This is an optimization exercise on Yosys and OpenROAD, whose aim is small area, a short achievable clock period and few clock cycles per item, not a production implementation.
Only simulation tests tie the RTL to the original design; equivalence was not proved.
Power and IR drop assume default switching activity.

==> flow/design.v <==
module muldiv_unit #(
    parameter int XLEN = 64
) (
    input  logic            clk,
    input  logic            reset,
    input  logic            start,
    input  logic [2:0]      funct3,
    input  logic [XLEN-1:0] op_a,
    input  logic [XLEN-1:0] op_b,
    input  logic            kill,
    output logic            busy,
    output logic            done,
    output logic [XLEN-1:0] result
);
    localparam int W = 69;   
    logic ph_norm, ph_align, ph_mul, ph_div, ph_fix, ph_done;
    logic [5:0] cnt;
    logic [2:0] fn;
    logic       a_neg, b_neg, bzero, corr;
    logic [6:0] sft;        
    logic       sft_neg;    
    logic [65:0] H;         
    logic [63:0] L;         
    logic [65:0] A;         
    logic        bm1;       
    assign busy   = ph_norm | ph_align | ph_mul | ph_div | ph_fix | ph_done;
    assign done   = ph_done;
    assign result = L;
    wire accept = !busy && start && !kill;
    wire is_div = fn[2];
    function automatic logic [6:0] lzc64(input logic [63:0] x);
        logic [31:0] z1; logic [31:0] c1;
        logic [15:0] z2; logic [1:0] c2 [16];
        logic [7:0]  z3; logic [2:0] c3 [8];
        logic [3:0]  z4; logic [3:0] c4 [4];
        logic [1:0]  z5; logic [4:0] c5 [2];
        logic        z6; logic [5:0] c6;
        for (int g = 0; g < 32; g++) begin
            z1[g] = !x[2*g+1] && !x[2*g];
            c1[g] = !x[2*g+1];
        end
        for (int g = 0; g < 16; g++) begin
            z2[g] = z1[2*g+1] && z1[2*g];
            c2[g] = z1[2*g+1] ? {1'b1, c1[2*g]} : {1'b0, c1[2*g+1]};
        end
        for (int g = 0; g < 8; g++) begin
            z3[g] = z2[2*g+1] && z2[2*g];
            c3[g] = z2[2*g+1] ? {1'b1, c2[2*g]} : {1'b0, c2[2*g+1]};
        end
        for (int g = 0; g < 4; g++) begin
            z4[g] = z3[2*g+1] && z3[2*g];
            c4[g] = z3[2*g+1] ? {1'b1, c3[2*g]} : {1'b0, c3[2*g+1]};
        end
        for (int g = 0; g < 2; g++) begin
            z5[g] = z4[2*g+1] && z4[2*g];
            c5[g] = z4[2*g+1] ? {1'b1, c4[2*g]} : {1'b0, c4[2*g+1]};
        end
        z6 = z5[1] && z5[0];
        c6 = z5[1] ? {1'b1, c5[0]} : {1'b0, c5[1]};
        lzc64 = z6 ? 7'd64 : {1'b0, c6};
    endfunction
    logic          x0_en;                   
    logic          b0_one, b0_two, b0_neg;  
    logic          b1_one, b1_two, b1_neg;  
    logic          inv_h, inv_l;            
    logic          c_one;                   
    logic [W-1:0]  X0, X1, X2, S, C, T;
    logic [W-1:0]  A_ext, H_ext;
    always_comb begin
        logic [2:0] g0, g1;
        g0 = {L[1], L[0], bm1};
        g1 = {L[3], L[2], L[1]};
        x0_en  = 1'b1;
        b0_one = 1'b0; b0_two = 1'b0; b0_neg = 1'b0;
        b1_one = 1'b0; b1_two = 1'b0; b1_neg = 1'b0;
        inv_h  = 1'b0; inv_l = 1'b0; c_one = 1'b0;
        if (ph_mul) begin
            b0_one = g0[1] ^ g0[0];
            b0_two = (g0 == 3'b011) || (g0 == 3'b100);
            b0_neg = g0[2] && !(g0[1] && g0[0]);
            b1_one = g1[1] ^ g1[0];
            b1_two = (g1 == 3'b011) || (g1 == 3'b100);
            b1_neg = g1[2] && !(g1[1] && g1[0]);
        end else if (ph_div) begin
            b0_one = 1'b1;
            b0_neg = !b_neg;
        end else if (ph_align) begin
            x0_en = !a_neg;
            inv_h = a_neg;
            c_one = a_neg;
        end else if (ph_fix) begin
            if (!is_div) begin
                b0_one = corr;
            end else if (fn[1]) begin
                x0_en = !a_neg;
                inv_h = a_neg;
                c_one = a_neg;
            end else begin
                x0_en = 1'b0;
                inv_l = 1'b1;
                c_one = 1'b1;
            end
        end
        A_ext = {{(W-66){A[65]}}, A};
        H_ext = {{(W-66){H[65]}}, H};
        X0 = x0_en ? H_ext : '0;
        X1 = (b0_one ? A_ext : '0) | (b0_two ? {A_ext[W-2:0], 1'b0} : '0);
        X1 = X1 ^ {W{b0_neg}};
        if (inv_h) X1 = X1 | ~H_ext;
        if (inv_l) X1 = X1 | {{(W-64){1'b1}}, ~L};
        X2 = (b1_one ? A_ext : '0) | (b1_two ? {A_ext[W-2:0], 1'b0} : '0);
        X2 = X2 ^ {W{b1_neg}};
        X2 = {X2[W-3:0], b1_neg, b0_neg | c_one};
        S = X0 ^ X1 ^ X2;
        C = {(X0[W-2:0] & X1[W-2:0]) | (X0[W-2:0] & X2[W-2:0]) | (X1[W-2:0] & X2[W-2:0]), b1_neg};
        T = S + C + {{(W-1){1'b0}}, b1_neg};
    end
    wire qbit = !T[W-1];
    logic [6:0] lz_a, lz_b;
    logic [7:0] s_full;
    always_comb begin
        lz_a   = lzc64(H[63:0] ^ {64{a_neg}});
        lz_b   = lzc64(A[63:0] ^ {64{b_neg}});
        s_full = {1'b0, lz_b} - {1'b0, lz_a} + {7'd0, a_neg};
    end
    wire [65:0] A_shl = A << sft[5:0];
    always_ff @(posedge clk or negedge reset) begin
        if (!reset) begin
            ph_norm  <= 1'b0;
            ph_align <= 1'b0;
            ph_mul   <= 1'b0;
            ph_div   <= 1'b0;
            ph_fix   <= 1'b0;
            ph_done  <= 1'b0;
        end else begin
            ph_norm  <= 1'b0;
            ph_align <= 1'b0;
            ph_mul   <= 1'b0;
            ph_div   <= 1'b0;
            ph_fix   <= 1'b0;
            ph_done  <= 1'b0;
            if (accept) begin
                ph_norm <= funct3[2];
                ph_mul  <= !funct3[2];
            end else if (kill && !ph_done) begin
            end else begin
                if (ph_norm) ph_align <= 1'b1;
                if (ph_align) begin
                    if (bzero || sft_neg) ph_done <= 1'b1;
                    else                  ph_div  <= 1'b1;
                end
                if (ph_mul) begin
                    if (cnt != 6'd0)  ph_mul  <= 1'b1;
                    else if (fn == 3'b000) ph_done <= 1'b1;
                    else              ph_fix  <= 1'b1;
                end
                if (ph_div) begin
                    if (cnt != 6'd0) ph_div <= 1'b1;
                    else if (fn[1] || (!fn[0] && (a_neg ^ b_neg))) ph_fix <= 1'b1;
                    else ph_done <= 1'b1;
                end
                if (ph_fix) ph_done <= 1'b1;
            end
        end
    end
    always_ff @(posedge clk) begin
        if (accept) begin
            fn    <= funct3;
            a_neg <= funct3[2] && !funct3[0] && op_a[63];
            b_neg <= funct3[2] && !funct3[0] && op_b[63];
            bzero <= (op_b == '0);
            corr  <= (funct3 == 3'b011) && op_a[63];
            bm1   <= 1'b0;
            cnt   <= 6'd15;
            if (funct3[2]) begin
                H <= {{2{!funct3[0] && op_a[63]}}, op_a};
                A <= {{2{!funct3[0] && op_b[63]}}, op_b};
                L <= '0;
            end else begin
                H <= '0;
                A <= {{2{(funct3 == 3'b001) && op_b[63]}}, op_b};
                L <= op_a;
            end
        end else begin
            if (ph_norm) begin
                sft     <= (s_full[7] || s_full[6]) ? (s_full[7] ? s_full[6:0] : 7'd63) : s_full[6:0];
                sft_neg <= s_full[7];
            end
            if (ph_align) begin
                cnt <= sft[5:0];
                A   <= A_shl;
                H   <= T[65:0];
                if (bzero)        L <= fn[1] ? H[63:0] : '1;
                else if (sft_neg) L <= fn[1] ? H[63:0] : '0;
            end
            if (ph_mul) begin
                H   <= {T[W-1], T[W-1:4]};
                L   <= {T[3:0], L[63:4]};
                bm1 <= L[3];
                cnt <= cnt - 1'b1;
            end
            if (ph_div) begin
                if (qbit) H <= T[65:0];
                L   <= {L[62:0], qbit};
                A   <= {A[65], A[65:1]};
                cnt <= cnt - 1'b1;
            end
            if (ph_fix) L <= T[63:0];
        end
    end
endmodule
==> flow/run.sh <==
#!/bin/bash
# synth_recipe.tcl (not shown) runs the flow's synth.tcl, then flattens the netlist and writes it again
# the make line also repeats each setting of config.mk as NAME=value (left out here)
make -C /OpenROAD-flow-scripts/flow DESIGN_CONFIG=/design/flow/config.mk WORK_HOME=/design/flow/orfs CLKGATE_MAP_FILE= SYNTH_SCRIPT=/design/flow/synth_recipe.tcl finish
==> flow/config.mk <==
export PLATFORM = sky130hd
export DESIGN_NAME = muldiv_unit
export DESIGN_NICKNAME = muldiv_unit
export VERILOG_FILES = /design/flow/design.v
export SDC_FILE = /design/flow/constraint.sdc
export NUM_CORES = 4
export LEC_CHECK = 0
export ABC_CLOCK_PERIOD_IN_PS = 2500
export CAP_MARGIN = 20
export CORE_MARGIN = 2
export CORE_UTILIZATION = 40
export SETUP_SLACK_MARGIN = 3.0
export SLEW_MARGIN = 20
==> flow/constraint.sdc <==
create_clock -name core_clock -period 6.0 [get_ports {clk}]
set_input_delay 1.2000 -clock core_clock [delete_from_list [all_inputs] [get_ports {clk}]]
set_output_delay 1.2000 -clock core_clock [all_outputs]
set_load 0.01 [all_outputs]
==> reports/metrics.yaml, run 1 <==
critPathMaxFanout: 6
netlist_area_um2: 29600
first_global_vias: 31304
synth-main-ff-cell: "edfxtp_1"
finalSetupViolCount: 0
cts_sinks: 223
setup_tns_ps: 0
grt_max_degree: 130
reg2reg_to: "H[2]"
placed_cell_area_um2: 33300
drive_above_1_share: 0.255
dpl.hpwl_um: 99300
fin_crit_ps: 5780
seq_power_share: 0.165
start_kind: "register"
grt_pass1_wl_um: 204000
ys_seq_area_frac: 0.201
r2r_cells: 24
synth_top_area_frac: 0.146
crit_type: "reg2reg"
p_sw_mw: 9.54
outcome: "finished clean"
cts-root-buf: "clkbuf_16"
cts_buffers: 34
clock_latency_ps: 580
synthArstFlopShare: 0.0269
pwr-share-comb: 0.719
period_share: 0.964
setup.worst_path.end_class: "register"
whs_endpoint: "cnt[4]"
nets: 4686
switching_share: 0.507
ys_warn_count: 9
finClkSkew_ps: 34.8
grt-ovfl-total: 0
initial_utilization: 0.405
max_freq_mhz: 173
syn_inst: 4146
synth_area_leader_cell: "edfxtp_1"
die_area_um2: 76200
layout_common_cells: "441 x nand2_1, 423 x nor2_1, 369 x a21oi_1, 285 x buf_4, 210 x o21ai_0"
grt.total_usage: 0.354
syn_nets: 4439
syn_area_per_cell_um2: 7.14
postCtsHoldBufs: 0
finalWirelength_um: 146000
required_ps: 6510
vias: 35089
drt_first_iter_violations: 4594
die_h_um: 276
worstHoldStart: "cnt[4]"
rr_startpoint: "ph_div"
area_growth_pct: 38.7
antenna_found_initial: 1
synthTopCellsByArea: "edfxtp_1 15%, a21oi_1 7.6%, nand2_1 6.0%"
h-tree-depth: 2
worstPathArrival_ps: 6290
power_mw: 18.8
power_frac_clock: 0.116
max-clock-path-buffers: 3
drc_errors: 0
wl_per_cell_um: 27.2
synth-edff-count: 144
rsz0062_at_grt: "true"
gp_congestion: 1.06
max_slew_margin: 0.194
place.port_buffers: 200
drv_cap: 0
ant_nets: 0
final_area_um2: 41000
p_leak_nw: 15.5
fp.dieW_um: 276
synth_seq_cells: 223
io-pin-count: 201
first_pass_iters: 20
hold_path_depth: 2
p_per_area_nw_per_um2: 459
utilization: 0.561
slew_viol_final: 0
coreArea_um2: 73100
finalHoldViolCount: 0
fp-row-count: 99
ir_drop_v: 0.000228
tightest_slew_ps: 1210
synth_cell_types: 79
cts_tree: "done"
hp-class: "reg2reg"
clk_pin_slew_ps: 60
vias_per_cell: 6.52
intPower_mw: 9.29
final_common_cell: "nand2_1"
reg2reg_slack_ps: 220
## flip-flops by register name (all words and copies together) (netlist names), 3 cells and up
name	flops
A	66
H	66
L	64
cnt	6
fn	3
sft	6
## worst max-delay path, cell delays in order (launching register included)
cell      delay, ps
dfrtp_4         510
buf_12          140
a311oi_4        270
buf_6           170
a21oi_4          40
buf_6           140
buf_6           120
a22oi_2         190
xor2_1          250
o221ai_2        140
fa_2            560
ha_4            220
a21oi_2         130
o21ai_2         100
or4_4           440
o21ai_4         200
or4b_4          510
o21ai_4         250
mux2i_4         290
buf_6           130
buf_12          120
nand2_4         140
nor3b_1         350
a211oi_2         90
o21ai_1         170
## area by class of cell
class                      instances  area [µm²]
multi-input combinational       3351       25600
timing repair buffer             620        6510
tap                              959        1200
sequential                       223        5950
clock buffer                      41         908
fill                            6724       32100
inverter                         163         651
antenna                            3        7.51
clock inverter                    20         246
## cells in the mapped netlist (29+ instances only)
| cell | count |
|---|---|
| or3_1 | 36 |
| o21ai_1 | 62 |
| xnor2_1 | 161 |
| nand2b_1 | 29 |
| nand3_1 | 107 |
| inv_1 | 158 |
| and2_1 | 38 |
| a22oi_1 | 169 |
| nor4_1 | 29 |
| nor3_1 | 72 |
| o22ai_1 | 69 |
| a211oi_1 | 32 |
| nand3b_1 | 66 |
| nor2_1 | 458 |
| o221ai_1 | 47 |
| mux2i_1 | 65 |
| clkbuf_1 | 341 |
| a21oi_1 | 452 |
| a21o_1 | 33 |
| o21ai_0 | 292 |
| mux4_2 | 39 |
| ha_1 | 89 |
| edfxtp_1 | 144 |
| a31oi_1 | 34 |
| dfxtp_1 | 73 |
| fa_1 | 69 |
| nand4_1 | 30 |
| buf_1 | 52 |
| nand2_1 | 475 |
| xor2_1 | 46 |
## worst max-delay path by stage
stage | slack (ps) | to | depth (start not counted) | from
3_3_place_gp | -160 | H[49] | 21 | ph_div
5_1_grt | 180 | H[2] | 25 | ph_div
3_5_place_dp | -150 | H[15] | 22 | ph_div
2_1_floorplan | 930 | L[0] | 20 | L[0]
6_report | 220 | H[2] | 24 | ph_div
4_1_cts | 460 | H[6] | 24 | ph_mul
## logic make-up after synthesis
group	Yosys count	share of synthesized area
AND/OR/NAND/NOR	1424	0.219
flip-flops	223	0.201
XOR/XNOR	207	0.0613
AO/OA/AOI/OAI	1439	0.303
adder cells (fa/ha/maj)	158	0.0843
buffers and inverters	576	0.0742
multiplexers	119	0.0574
## per-layer routing
| layer | up-vias | track usage | wire (µm) |
|---|---|---|---|
| met5 | - | 0 | 0 |
| li1 | 15575 | - | - |
| met3 | 439 | 0.0844 | 17500 |
| met1 | 16773 | 0.482 | 58200 |
| met2 | 2302 | 0.538 | 63200 |
| met4 | 0 | 0.142 | 7440 |
## power groups by stage
| stage | clock network [mW] | logic (mW) | registers (mW) |
|---|---|---|---|
| 2_1_floorplan | 0 | 6.96 | 2.47 |
| 3_3_place_gp | 0 | 9.61 | 3.08 |
| 3_5_place_dp | 0 | 9.61 | 3.07 |
| 4_1_cts | 2.20 | 10.7 | 3.05 |
| 5_1_grt | 2.26 | 14.3 | 3.16 |
| 6_report | 2.19 | 13.5 | 3.11 |
## through the flow
step | hold slack (ps) | setup slack [ps] | std cells
after global placement | 466 | -162 | 5059
after CTS | 485 | 456 | 5222
final | 488 | 219 | 5380
after global routing | 516 | 184 | 5377
after floorplan | 450 | 931 | 4146
after detailed placement | 477 | -152 | 5059
## what timing repair did
action                     4_1_cts  5_1_grt
pin swaps                      133      238
resized for setup              287      543
gates cloned                    21       14
setup endpoints to repair      325      344
setup buffers                   81      141
Testbench counts, summed over its fixed seeds: cycles 26,273, ops 1,600.
==> inputs of run 2 (changes only) <==
--- a/flow/config.mk
+++ b/flow/config.mk
@@ -6,8 +6,6 @@
 export NUM_CORES = 4
 export LEC_CHECK = 0
-export ABC_CLOCK_PERIOD_IN_PS = 2500
 export CAP_MARGIN = 20
 export CORE_MARGIN = 2
 export CORE_UTILIZATION = 40
-export SETUP_SLACK_MARGIN = 3.0
 export SLEW_MARGIN = 20
==> reports/metrics.yaml, run 2 <==
outcome: "finished clean"
syn_inst: 4146  # unchanged
io-pin-count: 201  # unchanged
max_slew_margin: 0.241  # +0.0478
fin_crit_ps: 5870  # +91.8 ps
nets: 4599  # -1.9%
setup_tns_ps: 0  # unchanged
max_stage_delay_ps: 540  # -20 ps
grt.total_usage: 0.338  # -0.0160
grt-ovfl-total: 0  # unchanged
synthAdderAreaFrac: 0.0843  # unchanged
die_area_um2: 76200  # unchanged
max-clock-path-buffers: 3  # unchanged
ir_drop_v: 0.000211  # -7.6%
use_met2: 0.526  # -0.0120
first_pass_iters: 22  # +10%
initial_utilization: 0.405  # unchanged
synth_cell_types: 79  # unchanged
wl_per_cell_um: 25.1  # -7.7%
grt_max_degree: 92  # -29%
setup.worst_path.end_class: "register"
synth_area_leader_cell: "edfxtp_1"
synth_seq_cells: 223  # unchanged
use_met3: 0.0599  # -0.0245
ant_nets: 0  # unchanged
h-tree-depth: 1  # -1
power_mw: 15.6  # -17%
hp-class: "reg2reg"
crit_family: "compound AO/OA/AOI/OAI gates"
cts-root-buf: "clkbuf_16"
drc_errors: 0  # unchanged
slew_viol_final: 0  # unchanged
ys_warn_count: 9  # unchanged
finalWorstSetupSlack_ps: 127  # -91.8 ps
die_h_um: 276  # unchanged
grt.busiest_layer: "met2"
cts_tree: "done"
worstPathArrival_ps: 6370  # +80 ps
path_common_cell: "buf_4"
gp_congestion: 1.04  # -1.9%
utilization: 0.484  # -0.0776
pre_cts_slack_ps: -39.1  # +113 ps
tightest_slew_ps: 1130  # -80.8 ps
layout_common_cells: "474 x nand2_1, 450 x nor2_1, 445 x a21oi_1, 315 x buf_4, 287 x o21ai_0"
drive_above_1_share: 0.117  # -0.138
fp-row-count: 99  # unchanged
nFillCells: 7390  # +9.9%
rsz0062_at_grt: "true"
ys_seq_area_frac: 0.201  # unchanged
use_met1: 0.469  # -0.0129
crit_type: "reg2reg"
syn_area_per_cell_um2: 7.14  # unchanged
placed_cell_area_um2: 34000  # +2.1%
cts_buffers: 30  # -12%
synth_compound_area_frac: 0.303  # unchanged
p_leak_nw: 13.8  # -11%
vias: 33398  # -4.8%
p_per_area_nw_per_um2: 441  # -3.9%
synth-edff-count: 144  # unchanged
synth_top_area_frac: 0.146  # unchanged
timing.hold.ws_ps: 488  # -0.140 ps
start_kind: "register"
area_growth_pct: 19.5
synth_top_family_by_area: "compound AO/OA/AOI/OAI gates"
synth-simple-area-share: 0.219  # unchanged
synthTopCellsByArea: "edfxtp_1 15%, a21oi_1 7.6%, nand2_1 6.0%"
first_global_vias: 30655  # -2.1%
vias_per_cell: 6.31  # -3.2%
max_freq_mhz: 170  # -1.6%
clock_latency_ps: 610  # +30 ps
clk_pin_slew_ps: 60  # about the same
dpl.hpwl_um: 101000  # +1.9%
final_area_um2: 35400  # -14%
final-instance-count-excl-fill: 5292  # -1.6%
synthArstFlopShare: 0.0269  # unchanged
syn_nets: 4439  # unchanged
coreArea_um2: 73100  # unchanged
synthTopCellsByCount: "475 x nand2_1, 458 x nor2_1, 452 x a21oi_1, 341 x clkbuf_1, 292 x o21ai_0"
cp_num_buf_inv: 8  # +2
reg_top3: "A x66, H x66, L x64"
crit_slowest_cell: "or4b_4"
period_share: 0.979  # +0.0153
grt_pass1_wl_um: 197000  # -3.6%
finalWirelength_um: 133000  # -9.2%
drv_cap: 0  # unchanged
finalSetupViolCount: 0  # unchanged
netlist_area_um2: 29600  # unchanged
synth-main-ff-cell: "edfxtp_1"
finalHoldViolCount: 0  # unchanged
synth-xor-area-share: 0.0613  # unchanged
required_ps: 6500  # about the same
antenna_found_initial: 3  # +2
drt_first_iter_violations: 4148  # -9.7%
critPathMaxFanout: 32  # +26
synth.most_common_cell: "nand2_1"
postCtsHoldBufs: 0  # unchanged
placed_cells: 5222  # +3.2%
cts_sinks: 223  # unchanged
finClkSkew_ps: 18.1  # -16.7 ps
final_common_cell: "nand2_1"
fp.dieW_um: 276  # unchanged
synthMuxAreaShare: 0.0574  # unchanged
place.port_buffers: 200  # unchanged
run 2: worst register-to-register path, delay by kind of cell (launching register included):
| family | cells | cell delay (ps) |
|---|---|---|
| fa+ha+maj | 2 | 820 |
| flops | 1 | 500 |
| mux | 1 | 340 |
| xor+xnor | 1 | 190 |
| buf+inv | 8 | 1240 |
| simple gates | 5 | 1120 |
| compound gates | 9 | 1550 |
run 2: cell type report:
class,count,area [µm²],share of cell area
diodes,3,7.51,0.000212
clock buffers,50,928,0.0263
clock inverters,6,58.8,0.00166
inverters,163,623,0.0176
multi-input cells,3348,21700,0.615
flip-flops and latches,223,5950,0.168
well taps,959,1200,0.0339
repair buffers,540,4850,0.137
run 2: timing repair:
item | in CTS | in global routing
setup endpoints to repair | 12 | 77
pin swaps | 1 | 4
gates cloned | 1 | 2
gates resized for setup | 3 | 46
setup buffers | 0 | 8
run 2: worst paths after layout:
| check | slack [ps] | from | cells after the start | end |
|---|---|---|---|---|
| max | 130 | ph_mul | 26 | H[52] |
| min | 490 | cnt[4] | 2 | cnt[4] |
| max reg2reg | 130 | ph_mul | 26 | H[52] |
| min reg2reg | 490 | cnt[4] | 2 | cnt[4] |
| max in group asynchronous | 4890 | reset | 1 | ph_fix |
| min in group asynchronous | 850 | reset | 1 | ph_mul |
run 2: kinds of logic (layout without fill, tap and decap cells):
kind of cell,count (synthesis),in the layout
buf+inv,576,759
simple gates,1424,1425
xor+xnor,207,207
compound gates,1439,1439
fa+ha+maj,158,158
other cells,0,3
flops,223,223
mux,119,119
run 2: power breakdown:
group	switching [mW]	internal [mW]	total [mW]
clock	0.782	1.09	1.87
combinational	6.22	4.42	10.6
sequential	0.969	2.13	3.10
total	7.97	7.64	15.6
run 2: metal layers:
metal	share of wire	vias to the layer above
met2	0.44	1810
li1	-	15412
met4	0.039	2
met5	0.000075	-
met3	0.10	234
met1	0.42	15940

-- separate check: timing with driven ports --
The flow's constraints put no driver on any port. The routed layouts listed below were extracted and timed again, unchanged, in two steps. Step 1 assumes that a clkbuf_16 drives the clock port and a buf_2 every other input. Step 2 adds t to the input delays and takes it off the output delays; t is the mean of the earliest and latest rising clock arrival at the registers after step 1. Input paths then give back, and output paths get back, about the clock's delay inside the block. Three values: no drivers, after step 1, after step 2; two values: the first two.
run	t (ns)	setup WS [ns]	worst hold slack (ns)	worst slew at a driven data input, ns
run 1	0.625	0.219 / 0.219 / 0.219	0.488 / 0.488 / 0.488	0.07
run 2	0.662	0.127 / 0.127 / 0.127	0.488 / 0.488 / 0.488	0.05
After both steps every run listed still meets setup and hold.
